From an optimization exercise on the open Yosys and OpenROAD flow, aimed at small area, a short achievable clock period and few clock cycles per item; shortcuts taken in it are not production practice. In this exercise RTL edits were held to simulation tests only and were not proved equivalent to the original. Power figures rest on the tool's default switching activity, not on a simulated workload.

==> trial 50 <==
==> flow/design.v <==
module trace_ring_repository #(
  parameter int ADDR_WIDTH      = 16,
  parameter int DATA_WIDTH      = 32,
  parameter int TRACE_ENTRIES   = 64,
  parameter int READ_LATENCY    = 1,
  parameter int MAX_OUTSTANDING = 8,
  parameter int DEDUP           = 1,
  parameter int SEQ_WIDTH       = 16
) (
  input  logic                                 clk,
  input  logic                                 rst_n,
  input  logic                                 lock,
  input  logic                                 cap_valid,
  input  logic [ADDR_WIDTH-1:0]                cap_addr,
  input  logic [DATA_WIDTH-1:0]                cap_instr,
  output logic                                 cap_ready,
  input  logic                                 req,
  input  logic                                 cancel,
  output logic                                 out_valid,
  output logic [ADDR_WIDTH-1:0]                out_addr,
  output logic [DATA_WIDTH-1:0]                out_instr,
  output logic [SEQ_WIDTH-1:0]                 out_seq,
  input  logic                                 out_ack,
  output logic                                 cancelled,
  input  logic                                 retire,
  output logic                                 retire_err,
  output logic [$clog2(TRACE_ENTRIES):0]       level,
  output logic [$clog2(MAX_OUTSTANDING):0]     outstanding,
  output logic                                 full,
  output logic                                 empty,
  output logic                                 exhausted,
  output logic [15:0]                          overflow_count
);
  localparam int IDX_W = $clog2(TRACE_ENTRIES);
  localparam int LVL_W = IDX_W + 1;
  localparam int OUT_W = $clog2(MAX_OUTSTANDING) + 1;
  localparam int ENT_W = ADDR_WIDTH + DATA_WIDTH;
  localparam int LO_N  = 8;
  localparam int HI_N  = TRACE_ENTRIES / LO_N;
  function automatic logic [15:0] incr16(input logic [15:0] v);
    logic c;
    c = 1'b1;
    for (int i = 0; i < 16; i++) begin
      incr16[i] = v[i] ^ c;
      c = c & v[i];
    end
  endfunction
  function automatic logic [15:0] decr16(input logic [15:0] v);
    logic b;
    b = 1'b1;
    for (int i = 0; i < 16; i++) begin
      decr16[i] = v[i] ^ b;
      b = b & !v[i];
    end
  endfunction
  logic [LVL_W-1:0]     level_q;      
  logic [OUT_W-1:0]     outst_q;      
  logic [LO_N-1:0]      wlo_q, ilo_q;   
  logic [HI_N-1:0]      whi_q, ihi_q;   
  logic                 busy_q;       
  logic [SEQ_WIDTH-1:0] seq_q;
  logic [15:0]          ovf_q;
  logic [ENT_W-1:0]     last_q;
  logic [ENT_W-1:0]     out_data_q;
  logic                 cancelled_q, retire_err_q, exhausted_q, empty_q;
  logic [ENT_W-1:0]     mem [TRACE_ENTRIES];
  logic [ENT_W-1:0]     cap_entry;
  logic [LVL_W-1:0]     avail;        
  logic                 full_w, is_dup, cap_ok, wr_en, issue, ret_ok, start;
  assign cap_entry = {cap_addr, cap_instr};
  assign full_w    = level_q[LVL_W-1];
  assign avail     = level_q - LVL_W'(outst_q);
  assign is_dup    = (DEDUP != 0) && (cap_entry == last_q);
  assign cap_ok    = !lock && cap_valid && !is_dup;
  assign wr_en     = cap_ok && !full_w;
  assign issue     = busy_q && lock && !cancel && out_ack;
  assign ret_ok    = retire && (outst_q != '0);
  assign start     = !busy_q && lock && req && (avail != '0) && !outst_q[OUT_W-1];
  always_ff @(posedge clk) begin
    for (int i = 0; i < TRACE_ENTRIES; i++)
      if (!full_w && whi_q[i / LO_N] && wlo_q[i % LO_N]) mem[i] <= cap_entry;
  end
  logic [ENT_W-1:0] rd_data;
  always_comb begin
    rd_data = '0;
    for (int i = 0; i < TRACE_ENTRIES; i++)
      rd_data = rd_data | ({ENT_W{ihi_q[i / LO_N] && ilo_q[i % LO_N]}} & mem[i]);
  end
  always_ff @(posedge clk) begin
    out_data_q <= rd_data;
  end
  logic [15:0] level_inc, level_dec, outst_inc, outst_dec, seq_inc, ovf_inc;
  logic        avail0, avail1, ovf_room, lvl_is0, lvl_is1;
  logic [LVL_W-1:0] lvl_if_wr, lvl_if_nowr;
  assign level_inc = incr16(16'(level_q));
  assign level_dec = decr16(16'(level_q));
  assign outst_inc = incr16(16'(outst_q));
  assign outst_dec = decr16(16'(outst_q));
  assign seq_inc   = incr16(16'(seq_q));
  assign ovf_inc   = incr16(ovf_q);
  assign ovf_room  = (ovf_q != '1);
  assign avail0    = (avail == '0);
  assign lvl_is0   = (level_q == '0);
  assign lvl_is1   = (level_q == LVL_W'(1));
  assign lvl_if_wr   = ret_ok ? level_q : level_inc[LVL_W-1:0];
  assign lvl_if_nowr = ret_ok ? level_dec[LVL_W-1:0] : level_q;
  assign avail1    = (avail == LVL_W'(1));
  always_ff @(posedge clk) begin
    if (!rst_n) begin
      level_q      <= '0;
      empty_q      <= 1'b1;
      outst_q      <= '0;
      wlo_q        <= LO_N'(1);
      whi_q        <= HI_N'(1);
      ilo_q        <= LO_N'(1);
      ihi_q        <= HI_N'(1);
      busy_q       <= 1'b0;
      seq_q        <= '0;
      ovf_q        <= '0;
      last_q       <= '0;
      cancelled_q  <= 1'b0;
      retire_err_q <= 1'b0;
      exhausted_q  <= 1'b0;
    end else begin
      level_q      <= wr_en ? lvl_if_wr : lvl_if_nowr;
      empty_q      <= !wr_en && (ret_ok ? lvl_is1 : lvl_is0);
      if (issue && !ret_ok)      outst_q <= outst_inc[OUT_W-1:0];
      else if (ret_ok && !issue) outst_q <= outst_dec[OUT_W-1:0];
      if (wr_en) begin
        wlo_q <= {wlo_q[LO_N-2:0], wlo_q[LO_N-1]};
        if (wlo_q[LO_N-1]) whi_q <= {whi_q[HI_N-2:0], whi_q[HI_N-1]};
      end
      if (issue) begin
        ilo_q <= {ilo_q[LO_N-2:0], ilo_q[LO_N-1]};
        if (ilo_q[LO_N-1]) ihi_q <= {ihi_q[HI_N-2:0], ihi_q[HI_N-1]};
        seq_q <= seq_inc[SEQ_WIDTH-1:0];
      end
      busy_q       <= busy_q ? (lock && !cancel && !out_ack) : start;
      if (cap_ok && full_w && ovf_room) ovf_q <= ovf_inc;
      if (!lock && cap_valid && !full_w) last_q <= cap_entry;
      cancelled_q  <= busy_q && lock && cancel;
      retire_err_q <= retire && (outst_q == '0);
      exhausted_q  <= lock && (issue ? avail1 : avail0);
    end
  end
  assign cap_ready      = !lock && !full_w;
  assign out_valid      = busy_q;
  assign out_addr       = out_data_q[ENT_W-1:DATA_WIDTH];
  assign out_instr      = out_data_q[DATA_WIDTH-1:0];
  assign out_seq        = seq_q;
  assign cancelled      = cancelled_q;
  assign retire_err     = retire_err_q;
  assign level          = level_q;
  assign outstanding    = outst_q;
  assign full           = full_w;
  assign empty          = empty_q;
  assign exhausted      = exhausted_q;
  assign overflow_count = ovf_q;
endmodule
==> flow/run.sh <==
#!/bin/bash
# synth_recipe.tcl (not shown) runs the flow's synth.tcl, then flattens the netlist and writes it again
# the make line also repeats each setting of config.mk as NAME=value (left out here)
make -C /OpenROAD-flow-scripts/flow DESIGN_CONFIG=/design/flow/config.mk WORK_HOME=/design/flow/orfs CLKGATE_MAP_FILE= SYNTH_SCRIPT=/design/flow/synth_recipe.tcl finish
==> flow/config.mk <==
export PLATFORM = sky130hd
export DESIGN_NAME = trace_ring_repository
export DESIGN_NICKNAME = trace_ring_repository
export VERILOG_FILES = /design/flow/design.v
export SDC_FILE = /design/flow/constraint.sdc
export NUM_CORES = 4
export LEC_CHECK = 0
export CAP_MARGIN = 20
export CORE_MARGIN = 2
export CORE_UTILIZATION = 55
export SETUP_SLACK_MARGIN = 2.5
export SLEW_MARGIN = 20
==> flow/constraint.sdc <==
create_clock -name core_clock -period 5.5 [get_ports {clk}]
set_input_delay 1.1000 -clock core_clock [delete_from_list [all_inputs] [get_ports {clk}]]
set_output_delay 1.1000 -clock core_clock [all_outputs]
set_load 0.01 [all_outputs]
==> inputs of build 78, as changes to trial 50 <==
==> flow/design.v, changed modules only <==
module trace_ring_repository #(
  parameter int ADDR_WIDTH      = 16,
  parameter int DATA_WIDTH      = 32,
  parameter int TRACE_ENTRIES   = 64,
  parameter int READ_LATENCY    = 1,
  parameter int MAX_OUTSTANDING = 8,
  parameter int DEDUP           = 1,
  parameter int SEQ_WIDTH       = 16
) (
  input  logic                                 clk,
  input  logic                                 rst_n,
  input  logic                                 lock,
  input  logic                                 cap_valid,
  input  logic [ADDR_WIDTH-1:0]                cap_addr,
  input  logic [DATA_WIDTH-1:0]                cap_instr,
  output logic                                 cap_ready,
  input  logic                                 req,
  input  logic                                 cancel,
  output logic                                 out_valid,
  output logic [ADDR_WIDTH-1:0]                out_addr,
  output logic [DATA_WIDTH-1:0]                out_instr,
  output logic [SEQ_WIDTH-1:0]                 out_seq,
  input  logic                                 out_ack,
  output logic                                 cancelled,
  input  logic                                 retire,
  output logic                                 retire_err,
  output logic [$clog2(TRACE_ENTRIES):0]       level,
  output logic [$clog2(MAX_OUTSTANDING):0]     outstanding,
  output logic                                 full,
  output logic                                 empty,
  output logic                                 exhausted,
  output logic [15:0]                          overflow_count
);
  localparam int IDX_W = $clog2(TRACE_ENTRIES);
  localparam int LVL_W = IDX_W + 1;
  localparam int OUT_W = $clog2(MAX_OUTSTANDING) + 1;
  localparam int ENT_W = ADDR_WIDTH + DATA_WIDTH;
  localparam int LO_N  = 8;
  localparam int HI_N  = TRACE_ENTRIES / LO_N;
  function automatic logic [15:0] incr16(input logic [15:0] v);
    logic [3:0] g, n;
    logic       c, ci;
    for (int k = 0; k < 4; k++) begin
      g  = v[4*k +: 4];
      c  = 1'b1;
      for (int j = 0; j < 4; j++) begin
        n[j] = g[j] ^ c;
        c    = c & g[j];
      end
      ci = 1'b1;
      for (int j = 0; j < k; j++) ci = ci & (&v[4*j +: 4]);
      incr16[4*k +: 4] = ci ? n : g;
    end
  endfunction
  function automatic logic [15:0] decr16(input logic [15:0] v);
    logic [3:0] g, n;
    logic       b, bi;
    for (int k = 0; k < 4; k++) begin
      g  = v[4*k +: 4];
      b  = 1'b1;
      for (int j = 0; j < 4; j++) begin
        n[j] = g[j] ^ b;
        b    = b & !g[j];
      end
      bi = 1'b1;
      for (int j = 0; j < k; j++) bi = bi & !(|v[4*j +: 4]);
      decr16[4*k +: 4] = bi ? n : g;
    end
  endfunction
  logic [LVL_W-1:0]     level_q;      
  logic [OUT_W-1:0]     outst_q;      
  logic [LO_N-1:0]      wlo_q;          
  logic [HI_N-1:0]      whi_q;          
  logic [TRACE_ENTRIES-1:0] isel_q;     
  logic [HI_N-1:0]      wgrp_q;         
  logic                 busy_q;       
  logic [SEQ_WIDTH-1:0] seq_q;
  logic [15:0]          ovf_q;
  logic [ENT_W-1:0]     last_q;
  logic [ENT_W-1:0]     out_data_q;
  logic                 cancelled_q, retire_err_q, exhausted_q, empty_q;
  logic [ENT_W-1:0]     mem [TRACE_ENTRIES];
  logic [ENT_W-1:0]     cap_entry;
  logic [LVL_W-1:0]     avail;        
  logic                 full_w, is_dup, cap_ok, wr_en, issue, ret_ok, start;
  assign cap_entry = {cap_addr, cap_instr};
  assign full_w    = level_q[LVL_W-1];
  assign avail     = level_q - LVL_W'(outst_q);
  assign is_dup    = (DEDUP != 0) && (cap_entry == last_q);
  assign cap_ok    = !lock && cap_valid && !is_dup;
  assign wr_en     = cap_ok && !full_w;
  assign issue     = busy_q && lock && !cancel && out_ack;
  assign ret_ok    = retire && (outst_q != '0);
  assign start     = !busy_q && lock && req && (avail != '0) && !outst_q[OUT_W-1];
  always_ff @(posedge clk) begin
    for (int i = 0; i < TRACE_ENTRIES; i++)
      if (wgrp_q[i / LO_N] && wlo_q[i % LO_N]) mem[i] <= cap_entry;
  end
  logic [ENT_W-1:0] rd_data;
  always_comb begin
    rd_data = '0;
    for (int i = 0; i < TRACE_ENTRIES; i++)
      rd_data = rd_data | ({ENT_W{isel_q[i]}} & mem[i]);
  end
  always_ff @(posedge clk) begin
    out_data_q <= rd_data;
  end
  logic [15:0] level_inc, level_dec, outst_inc, outst_dec, seq_inc, ovf_inc;
  logic        avail0, avail1, ovf_room, lvl_is0, lvl_is1;
  logic [LVL_W-1:0] lvl_if_wr, lvl_if_nowr, level_d;
  logic [HI_N-1:0]  whi_d;
  assign level_d = wr_en ? lvl_if_wr : lvl_if_nowr;
  assign whi_d   = (wr_en && wlo_q[LO_N-1]) ? {whi_q[HI_N-2:0], whi_q[HI_N-1]} : whi_q;
  assign level_inc = incr16(16'(level_q));
  assign level_dec = decr16(16'(level_q));
  assign outst_inc = incr16(16'(outst_q));
  assign outst_dec = decr16(16'(outst_q));
  assign seq_inc   = incr16(16'(seq_q));
  assign ovf_inc   = incr16(ovf_q);
  assign ovf_room  = (ovf_q != '1);
  assign avail0    = (avail == '0);
  assign lvl_is0   = (level_q == '0);
  assign lvl_is1   = (level_q == LVL_W'(1));
  assign lvl_if_wr   = ret_ok ? level_q : level_inc[LVL_W-1:0];
  assign lvl_if_nowr = ret_ok ? level_dec[LVL_W-1:0] : level_q;
  assign avail1    = (avail == LVL_W'(1));
  always_ff @(posedge clk) begin
    if (!rst_n) begin
      level_q      <= '0;
      empty_q      <= 1'b1;
      outst_q      <= '0;
      wlo_q        <= LO_N'(1);
      whi_q        <= HI_N'(1);
      wgrp_q       <= HI_N'(1);
      isel_q       <= TRACE_ENTRIES'(1);
      busy_q       <= 1'b0;
      seq_q        <= '0;
      ovf_q        <= '0;
      last_q       <= '0;
      cancelled_q  <= 1'b0;
      retire_err_q <= 1'b0;
      exhausted_q  <= 1'b0;
    end else begin
      level_q      <= level_d;
      wgrp_q       <= whi_d & {HI_N{!level_d[LVL_W-1]}};
      empty_q      <= !wr_en && (ret_ok ? lvl_is1 : lvl_is0);
      if (issue && !ret_ok)      outst_q <= outst_inc[OUT_W-1:0];
      else if (ret_ok && !issue) outst_q <= outst_dec[OUT_W-1:0];
      if (wr_en) wlo_q <= {wlo_q[LO_N-2:0], wlo_q[LO_N-1]};
      whi_q        <= whi_d;
      if (issue) begin
        isel_q <= {isel_q[TRACE_ENTRIES-2:0], isel_q[TRACE_ENTRIES-1]};
        seq_q <= seq_inc[SEQ_WIDTH-1:0];
      end
      busy_q       <= busy_q ? (lock && !cancel && !out_ack) : start;
      if (cap_ok && full_w && ovf_room) ovf_q <= ovf_inc;
      if (!lock && cap_valid && !full_w) last_q <= cap_entry;
      cancelled_q  <= busy_q && lock && cancel;
      retire_err_q <= retire && (outst_q == '0);
      exhausted_q  <= lock && (issue ? avail1 : avail0);
    end
  end
  assign cap_ready      = !lock && !full_w;
  assign out_valid      = busy_q;
  assign out_addr       = out_data_q[ENT_W-1:DATA_WIDTH];
  assign out_instr      = out_data_q[DATA_WIDTH-1:0];
  assign out_seq        = seq_q;
  assign cancelled      = cancelled_q;
  assign retire_err     = retire_err_q;
  assign level          = level_q;
  assign outstanding    = outst_q;
  assign full           = full_w;
  assign empty          = empty_q;
  assign exhausted      = exhausted_q;
  assign overflow_count = ovf_q;
endmodule
==> flow/flow/run.sh (new file) <==
#!/bin/bash
# Standard synthesis and layout, except that the port buffers are buf_4
# cells instead of the delay cells buffer_ports otherwise picks.
set -euo pipefail
export BUFFER_PORTS_ARGS="-buffer_cell sky130_fd_sc_hd__buf_4"
bash standard.sh synth > synth.log 2>&1
bash standard.sh > layout.log 2>&1
==> flow/standard.sh (new file) <==
#!/bin/bash
# synth_recipe.tcl (not shown) runs the flow's synth.tcl, then flattens the netlist and writes it again
# the make line also repeats each setting of config.mk as NAME=value (left out here)
make -C /OpenROAD-flow-scripts/flow DESIGN_CONFIG=/design/flow/config.mk WORK_HOME=/design/flow/orfs CLKGATE_MAP_FILE= SYNTH_SCRIPT=/design/flow/synth_recipe.tcl "${@:-finish}"
Settings changed: CORE_UTILIZATION 55 to 65, CTS_CLUSTER_DIAMETER set to 70, CTS_CLUSTER_SIZE set to 24, SETUP_SLACK_MARGIN 2.5 to 3.0.
removed: flow/run.sh
==> inputs of trial 71, as changes to trial 50 <==
==> flow/design.v, changed modules only <==
module trace_ring_repository #(
  parameter int ADDR_WIDTH      = 16,
  parameter int DATA_WIDTH      = 32,
  parameter int TRACE_ENTRIES   = 64,
  parameter int READ_LATENCY    = 1,
  parameter int MAX_OUTSTANDING = 8,
  parameter int DEDUP           = 1,
  parameter int SEQ_WIDTH       = 16
) (
  input  logic                                 clk,
  input  logic                                 rst_n,
  input  logic                                 lock,
  input  logic                                 cap_valid,
  input  logic [ADDR_WIDTH-1:0]                cap_addr,
  input  logic [DATA_WIDTH-1:0]                cap_instr,
  output logic                                 cap_ready,
  input  logic                                 req,
  input  logic                                 cancel,
  output logic                                 out_valid,
  output logic [ADDR_WIDTH-1:0]                out_addr,
  output logic [DATA_WIDTH-1:0]                out_instr,
  output logic [SEQ_WIDTH-1:0]                 out_seq,
  input  logic                                 out_ack,
  output logic                                 cancelled,
  input  logic                                 retire,
  output logic                                 retire_err,
  output logic [$clog2(TRACE_ENTRIES):0]       level,
  output logic [$clog2(MAX_OUTSTANDING):0]     outstanding,
  output logic                                 full,
  output logic                                 empty,
  output logic                                 exhausted,
  output logic [15:0]                          overflow_count
);
  localparam int IDX_W = $clog2(TRACE_ENTRIES);
  localparam int LVL_W = IDX_W + 1;
  localparam int OUT_W = $clog2(MAX_OUTSTANDING) + 1;
  localparam int ENT_W = ADDR_WIDTH + DATA_WIDTH;
  logic [LVL_W-1:0]     level_q;      
  logic [OUT_W-1:0]     outst_q;      
  logic [IDX_W-1:0]     wslot_q;      
  logic [IDX_W-1:0]     islot_q;      
  logic                 busy_q;       
  logic [SEQ_WIDTH-1:0] seq_q;
  logic [15:0]          ovf_q;
  logic [ENT_W-1:0]     last_q;
  logic [ENT_W-1:0]     out_data_q;
  logic                 cancelled_q, retire_err_q, exhausted_q;
  logic [ENT_W-1:0]     mem [TRACE_ENTRIES];
  logic [ENT_W-1:0]     cap_entry;
  logic [LVL_W-1:0]     avail;        
  logic                 full_w, is_dup, cap_ok, wr_en, issue, ret_ok, start;
  assign cap_entry = {cap_addr, cap_instr};
  assign full_w    = level_q[LVL_W-1];
  assign avail     = level_q - LVL_W'(outst_q);
  assign is_dup    = (DEDUP != 0) && (cap_entry == last_q);
  assign cap_ok    = !lock && cap_valid && !is_dup;
  assign wr_en     = cap_ok && !full_w;
  assign issue     = busy_q && lock && !cancel && out_ack;
  assign ret_ok    = retire && (outst_q != '0);
  assign start     = !busy_q && lock && req && (avail != '0) && !outst_q[OUT_W-1];
  always_ff @(posedge clk) begin
    if (!full_w) mem[wslot_q] <= cap_entry;
  end
  always_ff @(posedge clk) begin
    out_data_q <= mem[islot_q];
  end
  always_ff @(posedge clk) begin
    if (!rst_n) begin
      level_q      <= '0;
      outst_q      <= '0;
      wslot_q      <= '0;
      islot_q      <= '0;
      busy_q       <= 1'b0;
      seq_q        <= '0;
      ovf_q        <= '0;
      last_q       <= '0;
      cancelled_q  <= 1'b0;
      retire_err_q <= 1'b0;
      exhausted_q  <= 1'b0;
    end else begin
      level_q      <= level_q + LVL_W'(wr_en) - LVL_W'(ret_ok);
      outst_q      <= outst_q + OUT_W'(issue) - OUT_W'(ret_ok);
      wslot_q      <= wslot_q + IDX_W'(wr_en);
      islot_q      <= islot_q + IDX_W'(issue);
      busy_q       <= busy_q ? (lock && !cancel && !out_ack) : start;
      seq_q        <= seq_q + SEQ_WIDTH'(issue);
      if (cap_ok && full_w && (ovf_q != '1)) ovf_q <= ovf_q + 16'd1;
      if (!lock && cap_valid && !full_w) last_q <= cap_entry;
      cancelled_q  <= busy_q && lock && cancel;
      retire_err_q <= retire && (outst_q == '0);
      exhausted_q  <= lock && (issue ? (avail == LVL_W'(1)) : (avail == '0));
    end
  end
  assign cap_ready      = !lock && !full_w;
  assign out_valid      = busy_q;
  assign out_addr       = out_data_q[ENT_W-1:DATA_WIDTH];
  assign out_instr      = out_data_q[DATA_WIDTH-1:0];
  assign out_seq        = seq_q;
  assign cancelled      = cancelled_q;
  assign retire_err     = retire_err_q;
  assign level          = level_q;
  assign outstanding    = outst_q;
  assign full           = full_w;
  assign empty          = (level_q == '0);
  assign exhausted      = exhausted_q;
  assign overflow_count = ovf_q;
endmodule
Settings changed: CORE_UTILIZATION 55 to 40, SETUP_SLACK_MARGIN 2.5 to not set.
==> notes.md <==
item	trial 71	trial 50	build 78
Result of the run	no timing/DRC/antenna violations	no timing/DRC/antenna violations	no timing/DRC/antenna violations
CP Data Arrival Time	4.75 ns	4.43 ns	3.50 ns
Length of routed wiring on met1	137 mm	167 mm	152 mm
XOR/XNOR Fraction of Synth Area	0.551%	0.466%	0.521%
Number of antenna cells inserted	9	55	116
Final routed wire length divided by cell count	34.4 microns	53.9 microns	57.7 microns
Multi-input comb cells	1551	2645	2508
Antenna violations before repair	26	59	66
Reg2reg end	level_q[6]$_SDFF_PN0_	ovf_q[8]$_SDFFE_PN0P_	mem[12][36]$_DFFE_PP_
Fraction of the mapped netlist area in compound gates	0.467%	11.9%	12.1%
DR vias/cell	5.90	8.07	8.84
Multi-input gate area in the final layout	26400 sq um	20700 sq um	20200 sq um
Mean post-synth cell area	24.2 sq um	18.6 sq um	18.9 sq um
Met3 layer wire length in the routed design	31.1 mm	103 mm	108 mm
Clock buffer count in the final layout	454	448	274
Placed instance area	131000 sq um	124000 sq um	122000 sq um
Hold wc startpoint	cap_instr[7]	cap_instr[27]	retire
Routed WL	341 mm	537 mm	527 mm
Kind of start point of the critical path	input pin	flop	flop
Static leakage	42.4 nW	43.4 nW	41.3 nW
Fraction of the core area covered by cells at the end of the flow	46.4%	64.8%	72.7%
Vertical die dimension	557 microns	464 microns	430 microns
Slowest Stage Delay on Critical Path	0.52 ns	1.01 ns	1.01 ns
Data required time at the worst endpoint	6.26 ns	6.35 ns	6.00 ns
Worst setup path endpoint	level_q[6]$_SDFF_PN0_	ovf_q[8]$_SDFFE_PN0P_	mem[12][36]$_DFFE_PP_
End point of the worst hold path	mem[32][7]$_DFFE_PP_	mem[60][27]$_DFFE_PP_	retire_err_q$_SDFF_PN0_
Internal power of the cells	41.0 mW	40.8 mW	34.6 mW
Testbench counts of trial 50, summed over its fixed seeds: cycles 4,128, items 2,048.
Testbench counts of build 78, summed over its fixed seeds: cycles 4,128, items 2,048.
Testbench counts of trial 71, summed over its fixed seeds: cycles 4,128, items 2,048.

[static timing again, ports no longer ideal]
Ports are ideal in the flow. The routed layouts listed here were re-timed in OpenROAD. Step 1: set_driving_cell puts a clkbuf_16 on clk and a buf_2 on each other input, an assumption about the parent block. Step 2 moves the port delays by t, midway between the first and last clock arrival at a register: inputs arrive t later, outputs are due t later. That takes back most of the time a late clock gives input paths. Slacks: ideal / step 1 / step 2; pairs: ideal / step 1.
run | shift t [ns] | setup WS [ns] | worst hold slack (ns)
trial 50 | 1.107 | 1.917 / 1.917 / 0.986 | 0.390 / 0.323 / 0.467
build 78 | 0.979 | 2.494 / 2.494 / 1.641 | 0.452 / 0.381 / 0.471
trial 71 | 1.002 | 1.512 / 1.533 / 0.574 | 0.456 / 0.421 / 0.465
After both steps setup and hold are still met in every run listed. For trial 71, which loses most, drivers alone change the setup slack by +0.021 ns; drivers and shift together by -0.938 ns.
